Context: an optimization exercise on an open-source flow, tuned for small area. The choices shown serve that exercise and are no tape-out recipe.
Function was checked by simulation only, so behaviour that the tests miss may differ from the original.
Power figures rest on the tool's default switching activity, not on a simulated workload.

== run 1 ==
// data_mem
module data_mem #(
  parameter int W = 8,
  parameter int A = 8
) (
  input  logic         clk,
  input  logic         reset,
  input  logic [A-1:0] DataAddress,
  input  logic         ReadMem,
  input  logic         WriteMem,
  input  logic [W-1:0] DataIn,
  output logic [W-1:0] DataOut
);
==> flow/config.mk <==
export PLATFORM = sky130hd
export DESIGN_NAME = data_mem
export DESIGN_NICKNAME = data_mem
export VERILOG_FILES = /design/flow/design.v
export SDC_FILE = /design/flow/constraint.sdc
export NUM_CORES = 4
export LEC_CHECK = 0
export CAP_MARGIN = 20
export CORE_MARGIN = 2
export CORE_UTILIZATION = 65
export CTS_CLUSTER_DIAMETER = 80
export CTS_CLUSTER_SIZE = 24
export GPL_TIMING_DRIVEN = 0
export SETUP_SLACK_MARGIN = 0.3
export SLEW_MARGIN = 20
export SYNTH_HIERARCHICAL = 1
==> flow/constraint.sdc <==
create_clock -name core_clock -period 8.0 [get_ports {clk}]
set_input_delay 1.6000 -clock core_clock [delete_from_list [all_inputs] [get_ports {clk}]]
set_output_delay 1.6000 -clock core_clock [all_outputs]
set_load 0.01 [all_outputs]
run.sh (not shown) runs the stock make flow with config.mk's settings and CLKGATE_MAP_FILE= SYNTH_SCRIPT=/design/flow/synth_recipe.tcl, a recipe that flattens the netlist after the stock synthesis.
### run 1 -> run 2
# run 1
export LEC_CHECK = 0
export CAP_MARGIN = 20
export CORE_MARGIN = 2
export CORE_UTILIZATION = 65
export CTS_CLUSTER_DIAMETER = 80
export CTS_CLUSTER_SIZE = 24
export GPL_TIMING_DRIVEN = 0
export SETUP_SLACK_MARGIN = 0.3
export SLEW_MARGIN = 20
export SYNTH_HIERARCHICAL = 1
create_clock -name core_clock -period 8.0 [get_ports {clk}]
# run 2
export LEC_CHECK = 0
export CAP_MARGIN = 20
export CORE_MARGIN = 2
export CORE_UTILIZATION = 40
export CTS_CLUSTER_DIAMETER = 80
export CTS_CLUSTER_SIZE = 24
export GPL_TIMING_DRIVEN = 0
export SETUP_SLACK_MARGIN = 0.3
export SLEW_MARGIN = 20
export SYNTH_HIERARCHICAL = 1
create_clock -name core_clock -period 8.0 [get_ports {clk}]
--- outcome ---
Relative to run 1, the critical path depth of run 2 is higher by 1. Run 2 gives more relative slew slack than run 1 did. Run comparison: run 1 source of the critical timing path DataAddress[3]; run 2 source of the critical timing path DataAddress[1]. Run 2 vs. run 1: power share of the sequential group went down by 0.9 points. Fmax in run 2 is 0.30% above run 1. Against run 1, clock-buffer cell count in run 2 rose by a few percent.
### run 2 -> run 3
# run 2
export LEC_CHECK = 0
export CAP_MARGIN = 20
export CORE_MARGIN = 2
export CORE_UTILIZATION = 40
export CTS_CLUSTER_DIAMETER = 80
export CTS_CLUSTER_SIZE = 24
export GPL_TIMING_DRIVEN = 0
export SETUP_SLACK_MARGIN = 0.3
export SLEW_MARGIN = 20
export SYNTH_HIERARCHICAL = 1
create_clock -name core_clock -period 8.0 [get_ports {clk}]
# run 3
export LEC_CHECK = 0
export CAP_MARGIN = 20
export CORE_MARGIN = 2
export CORE_UTILIZATION = 40
export SLEW_MARGIN = 20
export SYNTH_HIERARCHICAL = 1
create_clock -name core_clock -period 8.0 [get_ports {clk}]
## What came out
The final report for run 3 shows a completed flow and a layout that fails verification, specifically setup timing. Going from run 2 to run 3, the clock edge transition at the registers on the reported setup and hold paths was found to have gone down by 0.03 ns. From run 2 to run 3 the numbers moved as follows: final routed wire length divided by cell count climbed 0.21 um, worst voltage drop across the vdd grid went down, final cell count moved up.
Input-level comparison between run 4 and run 3:
# run 3
export LEC_CHECK = 0
export CAP_MARGIN = 20
export CORE_MARGIN = 2
export CORE_UTILIZATION = 40
export SLEW_MARGIN = 20
export SYNTH_HIERARCHICAL = 1
create_clock -name core_clock -period 8.0 [get_ports {clk}]
# run 4
export LEC_CHECK = 0
export CAP_MARGIN = 20
export CORE_MARGIN = 2
export CORE_UTILIZATION = 40
export SETUP_SLACK_MARGIN = 0.3
export SLEW_MARGIN = 20
export SYNTH_HIERARCHICAL = 1
create_clock -name core_clock -period 8.0 [get_ports {clk}]
Findings:
- The global-route usage of run 4 and that of run 3 are within noise of each other.
- Run 4 reached the end of the flow, and the finished layout is clean on the timing, DRC and antenna checks.
- Going from run 3 to run 4, the least setup slack across all paths after layout was found to have gone up by 0.35 ns.
- Re cell depth of the worst setup path: run 4 is 1 up on run 3.
- Looking at run 4 and run 3, the met2 usage in global routing is a wash.
- Cell count delta (run 4 -> run 3): insignificant
- Run 4 against run 3: buffering stage count on the worst path with inverters included has increased, total number of placement rows has remained practically unchanged.
- The final reports for run 4 and run 3 show non-clock buffer count in the final layout lower in the former.
- Compared to run 3, the routing of run 4 uses more wire.

========
Starting RTL as in the previous note.
make LEC_CHECK=0 CAP_MARGIN=0 CORE_MARGIN=2 CORE_UTILIZATION=65 CTS_CLUSTER_DIAMETER=80 CTS_CLUSTER_SIZE=28 GPL_TIMING_DRIVEN=0 SETUP_SLACK_MARGIN=0.3 SLEW_MARGIN=0 SYNTH_HIERARCHICAL=1 finish   # period 8.0 ns
The baseline completed without violations.
Rerun with:
CORE_UTILIZATION = 70   (was 65)
SETUP_SLACK_MARGIN = 0.35   (was 0.3)
=>
- count of clock-buffer cells in the layout came out lower by 1
- utilization came out higher by 6.0 points
- worst setup slack improves by 19 ps

==> afterwards: timing with drivers on the ports <==
The flow's constraints put no driver on any port. The routed layouts listed below were extracted and timed again, unchanged, in two steps.
Step 1, drivers: a clkbuf_16 drives clk and a buf_2 each remaining input, both assumed.
Step 2 times the ports against the registers' clock, not the clock port: input delays grow and output delays shrink by t, the midpoint of the rising clock arrivals with the driver on.
Slacks: ideal ports / drivers / drivers and shift; pairs: ideal ports / drivers.
run | t, ns | setup WS [ns] | hold slack, ns
run 1 | 0.785 | 0.231 / 0.161 / 0.161 | 0.446 / 0.446 / 0.446
run 2 | 0.814 | 0.254 / 0.135 / 0.135 | 0.446 / 0.446 / 0.446
run 3 | 0.910 | -0.055 / -0.078 / -0.078 | 0.441 / 0.441 / 0.441
run 4 | 0.904 | 0.291 / 0.241 / 0.241 | 0.442 / 0.442 / 0.442
the first run of note 2 | 0.804 | 0.172 / 0.093 / 0.093 | 0.447 / 0.447 / 0.447
the second run of note 2 | 0.770 | 0.191 / 0.054 / 0.054 | 0.448 / 0.448 / 0.448
For the second run of note 2, which loses most, drivers alone change the setup slack by -0.137 ns; drivers and shift together by -0.137 ns.
